Background: an optimization exercise with open tools, aiming at small area, a short achievable clock period and few clock cycles per item. Do not read the settings as production practice. Only simulation tests tie the RTL to the original design; equivalence was not proved.

==> inputs of build 9 <==
Design pe_array_top, start of the top module:
module pe_array_top (
    input  logic                                   clk,
    input  logic                                   rstn,
    input  logic [pe_array_pkg::BEAT_WD-1:0]       beat,
    input  logic                                   beat_valid,
    output logic                                   beat_ready,
    output logic [pe_array_pkg::RESULT_WD-1:0]     result,
    output logic                                   result_valid,
    input  logic                                   result_ready
);
make LEC_CHECK=0 CAP_MARGIN=20 CORE_MARGIN=2 CORE_UTILIZATION=40 SLEW_MARGIN=20 finish   # period 7.5 ns
run.sh (not shown) runs the stock make flow with config.mk's settings and CLKGATE_MAP_FILE= SYNTH_SCRIPT=/design/flow/synth_recipe.tcl, a recipe that flattens the netlist after the stock synthesis.
==> build 86: changes against build 9 <==
--- a/flow/design.v
+++ b/flow/design.v
@@ -19,51 +19,65 @@
 `timescale 1ns/1ps
 module pe_ctrl_fsm (
     input  logic clk,
     input  logic rstn,
     input  logic beat_valid,
-    input  logic row_done,
-    input  logic first,
+    input  logic first,         
+    input  logic last,          
     input  logic result_ready,
     output logic beat_ready,
     output logic result_valid,
     output logic beat_fire,
-    output logic acc_clr
+    output logic in_hold,       
+    output logic acc_clr,       
+    output logic acc_hold       
 );
-    logic done;
+    logic done;                 
+    logic in_vld;               
+    logic in_last;              
+    assign acc_hold     = done & ~result_ready;
+    assign in_hold      = in_vld & acc_hold;
+    assign beat_ready   = ~in_hold;
+    assign beat_fire    = beat_valid & beat_ready;
+    assign result_valid = done;
+    always_ff @(posedge clk or negedge rstn) begin
+        if (!rstn) begin
+            in_vld  <= 1'b0;
+            in_last <= 1'b0;
+            acc_clr <= 1'b0;
+        end else if (!in_hold) begin
+            in_vld  <= beat_fire;
+            in_last <= beat_fire & last;
+            acc_clr <= beat_fire & first;
+        end
+    end
     always_ff @(posedge clk or negedge rstn) begin
         if (!rstn) begin
             done <= 1'b0;
-        end else if (row_done) begin
+        end else if (in_vld & in_last & ~acc_hold) begin
             done <= 1'b1;                  
         end else if (result_ready) begin
             done <= 1'b0;                  
         end
     end
-    assign result_valid = done;
-    assign beat_ready   = ~done | result_ready;
-    assign beat_fire    = beat_valid & beat_ready;
-    assign acc_clr      = beat_fire & first;    
 endmodule
 `timescale 1ns/1ps
 module tap_counter (
     input  logic clk,
     input  logic rstn,
     input  logic beat_fire,
     output logic first,
-    output logic row_done
+    output logic last
 );
     logic [pe_array_pkg::TAP_CNT_WD-1:0] tap_cnt;
-    logic                                last_tap;
-    assign last_tap = (tap_cnt == pe_array_pkg::TAP_CNT_WD'(pe_array_pkg::TAP_NUM - 1));
-    assign first    = (tap_cnt == '0);
-    assign row_done = beat_fire & last_tap;
+    assign last  = (tap_cnt == pe_array_pkg::TAP_CNT_WD'(pe_array_pkg::TAP_NUM - 1));
+    assign first = (tap_cnt == '0);
     always_ff @(posedge clk or negedge rstn) begin
         if (!rstn) begin
             tap_cnt <= '0;
         end else if (beat_fire) begin
-            if (last_tap) begin
+            if (last) begin
                 tap_cnt <= '0;
             end else begin
                 tap_cnt <= tap_cnt + 1'b1;
             end
         end
@@ -71,10 +85,11 @@
 endmodule
 `timescale 1ns/1ps
 module pe_row (
     input  logic                                                              clk,
     input  logic                                                              acc_clr,
+    input  logic                                                              acc_hold,
     input  logic [pe_array_pkg::PE_COL_NUM*pe_array_pkg::FEATURE_WD-1:0]      features,
     input  logic [3:0]                                                        one,
     input  logic [3:0]                                                        two,
     input  logic [3:0]                                                        neg,
     output logic [pe_array_pkg::ROW_ACC_WD-1:0]                               acc
@@ -92,11 +107,13 @@
             .a   (acc[A_WD*c +: A_WD] & ~{A_WD{acc_clr}}),
             .s   (acc_nxt[A_WD*c +: A_WD])
         );
     end
     always_ff @(posedge clk) begin
-        acc <= acc_nxt;
+        if (!acc_hold) begin
+            acc <= acc_nxt;
+        end
     end
 endmodule
 module pe_mac (
     input  logic [7:0]  f,
     input  logic [3:0]  one,
@@ -347,11 +364,13 @@
 endmodule
 `timescale 1ns/1ps
 module pe_ic_group (
     input  logic                                clk,
     input  logic                                beat_fire,
+    input  logic                                in_hold,
     input  logic                                acc_clr,
+    input  logic                                acc_hold,
     input  logic                                grp_vld,
     input  logic [pe_array_pkg::GRP_IN_WD-1:0]  grp_in,
     input  logic [pe_array_pkg::PE_COL_NUM-1:0] col_vld,
     output logic [pe_array_pkg::GRP_ACC_WD-1:0] grp_acc
 );
@@ -362,34 +381,45 @@
     localparam int W_WD    = pe_array_pkg::WEIGHT_WD;
     localparam int FR_WD   = COL_NUM * F_WD;
     localparam int WS_WD   = pe_array_pkg::GRP_W_WD;
     localparam int ROW_WD  = pe_array_pkg::ROW_ACC_WD;
     logic [H_NUM*FR_WD-1:0] feat_m;
+    logic [H_NUM*FR_WD-1:0] feat_q;
     for (genvar h = 0; h < H_NUM; h++) begin : g_fm
         for (genvar c = 0; c < COL_NUM; c++) begin : g_c
             assign feat_m[FR_WD*h + F_WD*c +: F_WD] =
                 grp_in[WS_WD + FR_WD*h + F_WD*c +: F_WD] & {F_WD{beat_fire & grp_vld & col_vld[c]}};
         end
     end
+    always_ff @(posedge clk) begin
+        if (!in_hold) begin
+            feat_q <= feat_m;
+        end
+    end
     for (genvar oc = 0; oc < OC_NUM; oc++) begin : g_oc
         logic [W_WD-1:0] w;
         logic [W_WD:0]   wx;         
         logic [3:0]      one;        
         logic [3:0]      two;        
         logic [3:0]      neg;        
         assign w  = grp_in[W_WD*oc +: W_WD];
         assign wx = {w, 1'b0};
         for (genvar k = 0; k < 4; k++) begin : g_booth
-            assign one[k] = wx[2*k+1] ^ wx[2*k];
-            assign two[k] = (wx[2*k+2] & ~wx[2*k+1] & ~wx[2*k]) | (~wx[2*k+2] & wx[2*k+1] & wx[2*k]);
-            assign neg[k] = wx[2*k+2];
+            always_ff @(posedge clk) begin
+                if (!in_hold) begin
+                    one[k] <= wx[2*k+1] ^ wx[2*k];
+                    two[k] <= (wx[2*k+2] & ~wx[2*k+1] & ~wx[2*k]) | (~wx[2*k+2] & wx[2*k+1] & wx[2*k]);
+                    neg[k] <= wx[2*k+2];
+                end
+            end
         end
         for (genvar h = 0; h < H_NUM; h++) begin : g_h
             pe_row u_row (
                 .clk      (clk),
                 .acc_clr  (acc_clr),
-                .features (feat_m[FR_WD*h +: FR_WD]),    
+                .acc_hold (acc_hold),
+                .features (feat_q[FR_WD*h +: FR_WD]),    
                 .one      (one),                       
                 .two      (two),
                 .neg      (neg),
                 .acc      (grp_acc[ROW_WD*(H_NUM*oc + h) +: ROW_WD])
             );
@@ -410,37 +440,43 @@
     localparam int GRP_NUM = pe_array_pkg::PE_GRP_NUM;
     localparam int COL_NUM = pe_array_pkg::PE_COL_NUM;
     localparam int IN_WD   = pe_array_pkg::GRP_IN_WD;
     localparam int ACC_WD  = pe_array_pkg::GRP_ACC_WD;
     logic beat_fire;
+    logic in_hold;
     logic acc_clr;
-    logic row_done;
+    logic acc_hold;
     logic first;
+    logic last;
     pe_ctrl_fsm u_ctrl (
         .clk          (clk),
         .rstn         (rstn),
         .beat_valid   (beat_valid),
-        .row_done     (row_done),
         .first        (first),
+        .last         (last),
         .result_ready (result_ready),
         .beat_ready   (beat_ready),
         .result_valid (result_valid),
         .beat_fire    (beat_fire),
-        .acc_clr      (acc_clr)
+        .in_hold      (in_hold),
+        .acc_clr      (acc_clr),
+        .acc_hold     (acc_hold)
     );
     tap_counter u_tap (
         .clk       (clk),
         .rstn      (rstn),
         .beat_fire (beat_fire),
         .first     (first),
-        .row_done  (row_done)
+        .last      (last)
     );
     for (genvar g = 0; g < GRP_NUM; g++) begin : g_grp
         pe_ic_group u_grp (
             .clk       (clk),
             .beat_fire (beat_fire),
+            .in_hold   (in_hold),
             .acc_clr   (acc_clr),
+            .acc_hold  (acc_hold),
             .grp_vld   (beat[g]),
             .grp_in    (beat[GRP_NUM + COL_NUM + IN_WD*g +: IN_WD]),
             .col_vld   (beat[GRP_NUM +: COL_NUM]),    
             .grp_acc   (result[ACC_WD*g +: ACC_WD])
         );
- SETUP_SLACK_MARGIN: unset -> 3.5
==> run summary <==
r2r setup slk -> 1600 ps
largest net degree at the start of global routing -> 151
Final Core Density -> 46.79%
Compound-Gate Fraction of Synth Area -> 27.17%
status -> complete, no violations
Syn Inst Count -> 13090
-- figures above: build 9

==> run summary <==
Final Core Density -> 56.65%
Compound-Gate Fraction of Synth Area -> 15.72%
status -> complete, no violations
r2r setup slk -> 3140 ps
Syn Inst Count -> 9876
largest net degree at the start of global routing -> 148
-- figures above: build 86

Testbench counts of build 9, summed over its fixed seeds: cycles 10,808, rows 1,200.
Testbench counts of build 86, summed over its fixed seeds: cycles 10,816, rows 1,200.

-- port drivers added, routing unchanged --
How much do the figures lean on ideal ports? The routed layouts below were timed once more, with nothing changed but the port constraints. Step 1 assumes that a clkbuf_16 drives the clock port and a buf_2 every other input. Step 2, shift: input delay + t, output delay - t, t = (earliest + latest rising clock arrival at the registers) / 2. This alone moves slack from input paths to output paths. Three values: no drivers, after step 1, after step 2; two values: the first two.
| run | shift t [ns] | slack for setup (ns) | cell pins on the clock port's net |
|---|---|---|---|
| build 9 | 0.826 | 0.649 / 0.710 / -0.116 | 1 |
| build 86 | 0.906 | 3.140 / 3.140 / 3.140 | 1 |
With both steps, setup timing fails in build 9, where it was met with ideal ports. The setup slack of build 9, which loses most, moves by +0.061 ns with the drivers and by -0.765 ns with both steps.
